From an optimization exercise on the open Yosys and OpenROAD flow, aimed at small area; shortcuts taken in it are not production practice.
Only simulation tests tie the RTL to the original design; equivalence was not proved.
No activity file was given, so power comes from the tool's default toggle rates.

### design/flow/design.v
`timescale 1ns/1ps
module sha3_pad_chunker (
  input  logic         clk,
  input  logic         reset,
  input  logic         in_valid,
  output logic         in_ready,
  input  logic [7:0]   in_data,
  input  logic         in_bvalid,
  input  logic         in_last,
  output logic         pushout,
  output logic [2:0]   doutix,
  output logic [199:0] dout,
  output logic         blk_first,
  output logic         blk_last
);
  localparam int NB = 136;           
  localparam int CB = 25;            
  logic        wait_reg;             
  logic [2:0]  cc_reg;               
  logic [4:0]  cj_reg;               
  logic [4:0]  gap_reg;              
  logic        pad_pending_reg;
  logic        first_reg;
  logic        last_reg;
  logic [7:0]  buf_q [NB];
  logic emit;
  logic fill;
  logic take;
  logic [2:0] dix;
  assign emit     = gap_reg[4];
  assign fill     = !wait_reg && !emit;
  assign take     = fill && in_valid;
  assign in_ready = reset && fill;
  assign dix      = ~gap_reg[2:0];
  logic [2:0] pc;
  logic [4:0] pj;
  always_comb begin
    pc = cc_reg;
    pj = cj_reg;
    if (in_bvalid) begin
      if (cj_reg == 5'd24) begin
        pc = cc_reg + 3'd1;
        pj = 5'd0;
      end else begin
        pj = cj_reg + 5'd1;
      end
    end
  end
  logic p_full;                      
  assign p_full = (pc == 3'd5) && (pj == 5'd11);
  always_ff @(posedge clk or negedge reset) begin
    if (!reset) begin
      wait_reg        <= 1'b0;
      cc_reg          <= '0;
      cj_reg          <= '0;
      gap_reg         <= '0;
      pad_pending_reg <= 1'b0;
      first_reg       <= 1'b1;
      last_reg        <= 1'b0;
    end else begin
      if (gap_reg != 5'd0) gap_reg <= gap_reg - 5'd1;
      if (take) begin
        cc_reg <= pc;
        cj_reg <= pj;
        if (in_last) begin
          wait_reg <= 1'b1;
          if (!p_full) begin
            last_reg <= 1'b1;
          end else begin
            last_reg        <= 1'b0;
            pad_pending_reg <= 1'b1;
          end
        end else if (p_full) begin
          last_reg <= 1'b0;
          wait_reg <= 1'b1;
        end
      end
      if (wait_reg && gap_reg == 5'd0) begin
        wait_reg <= 1'b0;
        gap_reg  <= 5'd23;
      end
      if (emit && gap_reg[2:0] == 3'b000) begin
        cc_reg    <= '0;
        cj_reg    <= '0;
        first_reg <= last_reg;
        if (pad_pending_reg) begin
          last_reg        <= 1'b1;
          pad_pending_reg <= 1'b0;
          wait_reg        <= 1'b1;
        end
      end
    end
  end
  logic [5:0]  wc;                   
  logic [24:0] wj;                   
  always_comb begin
    for (int c = 0; c < 6; c++) wc[c] = take && in_bvalid && (cc_reg == 3'(c));
    for (int j = 0; j < CB; j++) wj[j] = (cj_reg == 5'(j));
  end
  always_ff @(posedge clk) begin
    for (int k = 0; k < NB; k++)
      if (wc[k / CB] && wj[k % CB]) buf_q[k] <= in_data;
  end
  logic [5:0]  oc;                   
  logic        c_lt;                 
  logic        c_eq;                 
  logic [24:0] vj;                   
  logic [24:0] pad6;                 
  logic        pad8;                 
  always_comb begin
    for (int c = 0; c < 6; c++) oc[c] = emit && (dix == 3'(c));
    c_lt = (dix < cc_reg);
    c_eq = (dix == cc_reg);
    for (int j = 0; j < CB; j++) begin
      vj[j]   = c_lt || (c_eq && (5'(j) < cj_reg));
      pad6[j] = emit && last_reg && c_eq && wj[j];
    end
    pad8 = emit && last_reg && (dix == 3'd5);
  end
  always_comb begin
    dout = '0;
    for (int k = 0; k < NB; k++)
      if (oc[k / CB] && vj[k % CB]) dout[(k % CB)*8 +: 8] = dout[(k % CB)*8 +: 8] | buf_q[k];
    for (int j = 0; j < CB; j++)
      dout[j*8 +: 8] = dout[j*8 +: 8] | (pad6[j] ? 8'h06 : 8'h00);
    dout[10*8 + 7] = dout[10*8 + 7] | pad8;
  end
  assign pushout   = emit;
  assign doutix    = emit ? dix : 3'd0;
  assign blk_first = emit && first_reg;
  assign blk_last  = emit && last_reg;
endmodule
### design/flow/run.sh
#!/bin/bash
# synth_recipe.tcl (not shown) runs the flow's synth.tcl, then flattens the netlist and writes it again
# the make line also repeats each setting of config.mk as NAME=value (left out here)
make -C /OpenROAD-flow-scripts/flow DESIGN_CONFIG=/design/flow/config.mk WORK_HOME=/design/flow/orfs CLKGATE_MAP_FILE= SYNTH_SCRIPT=/design/flow/synth_recipe.tcl finish
### design/flow/config.mk
export PLATFORM = sky130hd
export DESIGN_NAME = sha3_pad_chunker
export DESIGN_NICKNAME = sha3_pad_chunker
export VERILOG_FILES = /design/flow/design.v
export SDC_FILE = /design/flow/constraint.sdc
export NUM_CORES = 4
export LEC_CHECK = 0
export CAP_MARGIN = 20
export CORE_MARGIN = 2
export CORE_UTILIZATION = 40
export SLEW_MARGIN = 20
### design/flow/constraint.sdc
create_clock -name core_clock -period 5.0 [get_ports {clk}]
set_input_delay 1.0000 -clock core_clock [delete_from_list [all_inputs] [get_ports {clk}]]
set_output_delay 1.0000 -clock core_clock [all_outputs]
set_load 0.01 [all_outputs]
==> run notes <==
outcome = no timing/DRC/antenna violations
Routed Antenna Nets = 0
Peak VDD IR = 0.2617 mV
wl on met1 = 49760 um
net count after synthesis = 2551
CTS Buffer Depth = 3
Via density = 5.987
total vias in the final route = 25403
RSZ-0062 raised after global routing = yes
Period minus WS final = 4898 ps
Worst slew margin = 30.39%
gr ovfl total = 0
initial core utilization = 40.27%
CTS tree = yes
first-pass GRT wire length = 172600 um
total of max-cap violations = 0
postcts setup bufs = 0
IO Pins = 220
Mapped Cells = 2522
count leader, synth = edfxtp_1
Inserted Clock Buffers = 109
Max Slew Vio Count = 0
Die Height = 326.8 um
CTS root buffer = clkbuf_16
htree depth = 3
top post-synthesis cells by count = 1088 x edfxtp_1, 231 x a22oi_1, 219 x nor2_1
final hold vios = 0
Setup-failing EPs final = 0
Avg Cell Area, Syn = 16.53 sq um
clock transition at the registers of the reported paths = 70 ps
Netlist cell types = 54
Mapped Area = 0.04168 sq mm
final worst slack = 101.9 ps
Post-Route WL = 119700 um
die width = 326.8 um
max reg flops = 1088
Setup TNS Final = 0 ps
final design utilization = 47.72%
wire per inst = 28.22 um
Arrival @ worst endpoint = 3900 ps
Highest Clock Rate = 204.2 MHz
Main synth FF type = edfxtp_1
Max Used Layer = met5
largest net degree at the start of global routing = 106
Pre-antenna DRT Iters = 8
gp weighted congestion = 0.8663
reg2reg setup slack = 1550 ps
top-area cell type share of the netlist area = 78.39%
full die area = 0.1068 sq mm
initial antenna violation count = 2
Max FO, Critical Path = 33
YS warnings = 2
Async S/R FF share, synth = 1.538%
Place WS = 721.2 ps
power per cell area = 442.6 mW/mm^2
critical path type = flip-flop to output port
Synth area leaders = edfxtp_1 78%, a22oi_1 4.2%, a222oi_1 2.8%, nor2_1 2.0%, a21oi_1 1.8%
HP Class = flip-flop to flip-flop
Post-synth EDFFs = 1088
post-synth top area cell = edfxtp_1
drt drc = 0
layout cell share with drive strength beyond 1 = 10.34%
Site Rows = 118
Design Area, Final = 0.04939 sq mm
DP Area = 0.04582 sq mm
sequential share of the synthesized area = 79.41%
Final nets = 2812
CP endpoint kind = output port
Seq cells post-synth = 1105
I/O Buffers = 219
met2 wire len = 57150 um
total power draw = 0.02186 W
CP startpoint kind = flip-flop
Overall Global Routing Usage = 21.98%
initial DRC count = 3759
worst-margin pin slew = 1040 ps
final period utilization = 97.96%
HPWL after DPL = 74140 um
clk sink count = 1105
skew final = 38.31 ps
Clock Latency Late Sink = 720 ps
met3 WL post-DR = 9829 um
LEAKAGE = 15.26 nW
Worst EP required = 4000 ps
Core Region = 0.1035 sq mm
Area Overhead vs Synth = 18.51%
vias in the first global route = 24949
==> path summary, 6_finish.rpt <==
| path | start | cells after the start | endpoint |
|---|---|---|---|
| worst max-delay path | gap_reg[0] | 8 | dout[129] |
| worst min-delay path | pad_pending_reg | 1 | pad_pending_reg |
| min in group asynchronous | reset | 2 | cc_reg[1] |
| max in group asynchronous | reset | 2 | first_reg |
| worst min register to register | pad_pending_reg | 1 | pad_pending_reg |
| worst max register to register | gap_reg[4] | 6 | buf_q[101][2] |
==> critical path, stage by stage, from the launching register on <==
cell,delay (ps)
dfrtp_1,500
ha_2,250
buf_4,420
and3_4,330
buf_4,370
a222oi_1,120
a21boi_0,160
o22ai_1,390
clkdlybuf4s50_1,620
==> kinds of logic (layout without fill, tap and decap cells) <==
family / count (synthesis) / in the layout / synth area share (%)
flops: 1105 / 1105 / 79.41
compound gates: 739 / 739 / 12.85
simple gates: 449 / 449 / 4.680
buf+inv: 181 / 521 / 1.807
mux: 30 / 30 / 0.7265
fa+ha+maj: 16 / 16 / 0.4803
xor+xnor: 2 / 2 / 0.04204
other cells: 0 / 1 / 0
==> layer usage <==
metal  vias to the layer above  global-route usage [%]
met2                      1301                   35.16
met5                         -                       0
li1                      10825                       -
met4                         2                   6.512
met3                       174                   3.625
met1                     13101                   31.03
==> through the flow <==
step           std cells  hold WS, ps
3_3_place_gp        4052        463.0
5_1_grt             4242        510.8
4_1_cts             4242        490.8
2_1_floorplan       2522        444.6
6_report            4243        491.4
3_5_place_dp        4052        480.6
==> where the power goes <==
| part | total (W) | switching (W) | internal [W] |
|---|---|---|---|
| clock network | 0.00810 | 0.00341 | 0.00469 |
| registers | 0.0102 | 0.0000341 | 0.0102 |
| logic | 0.00353 | 0.00225 | 0.00128 |
==> what timing repair did <==
action,in CTS,in global routing
setup endpoints to repair,2,34
hold buffers,0,0
gates resized for setup,2,15
pin swaps,0,0
==> layout make-up <==
cell class                      instances  area [sq um]
Fill cell                            8675         54100
Sequential cell                      1105         33100
Multi-Input combinational cell       1236          7928
Timing Repair Buffer                  319          3084
Clock buffer                          132          2835
Tap cell                             1380          1727
Clock inverter                         58         671.9
Inverter                               12         45.04
Antenna cell                            1         2.502
==> cell usage in the layout (no fill, tap or decap), drive strengths merged, types with 3 or more instances in the layout <==
cell and count:
a211oi 4, a21o 15, a21oi 151, a221o 4
a221oi 36, a222oi 118, a22o 34, a22oi 232
a31oi 31, a32o 6, and2 15, and3 21
buf 108, bufinv 13, clkbuf 132, clkdlybuf4s50 211
clkinv 36, clkinvlp 4, dfrtp 16, edfxtp 1088
ha 16, inv 17, mux2i 28, nand2 115
nand2b 3, nand3 38, nand3b 4, nand4 3
nor2 219, nor2b 9, nor3 7, o21ai 58
o21bai 3, o22ai 42, or2 6

==> re-timing with driven ports <==
Ports are ideal in the flow. The routed layout listed here was re-timed in OpenROAD.
Step 1, drivers: a clkbuf_16 drives clk and a buf_2 each remaining input, both assumed.
Step 2, shift: input delay + t, output delay - t, t = (earliest + latest rising clock arrival at the registers) / 2. This alone moves slack from input paths to output paths.
Slacks: ideal / step 1 / step 2; pairs: ideal / step 1.
t, ns: 0.761
slack for setup (ns): 0.102 / 0.035 / 0.710
hold slack, ns: 0.491 / 0.491 / 0.491
After both steps this run still meets setup and hold. For this run, drivers alone change the setup slack by -0.067 ns; drivers and shift together by +0.608 ns.
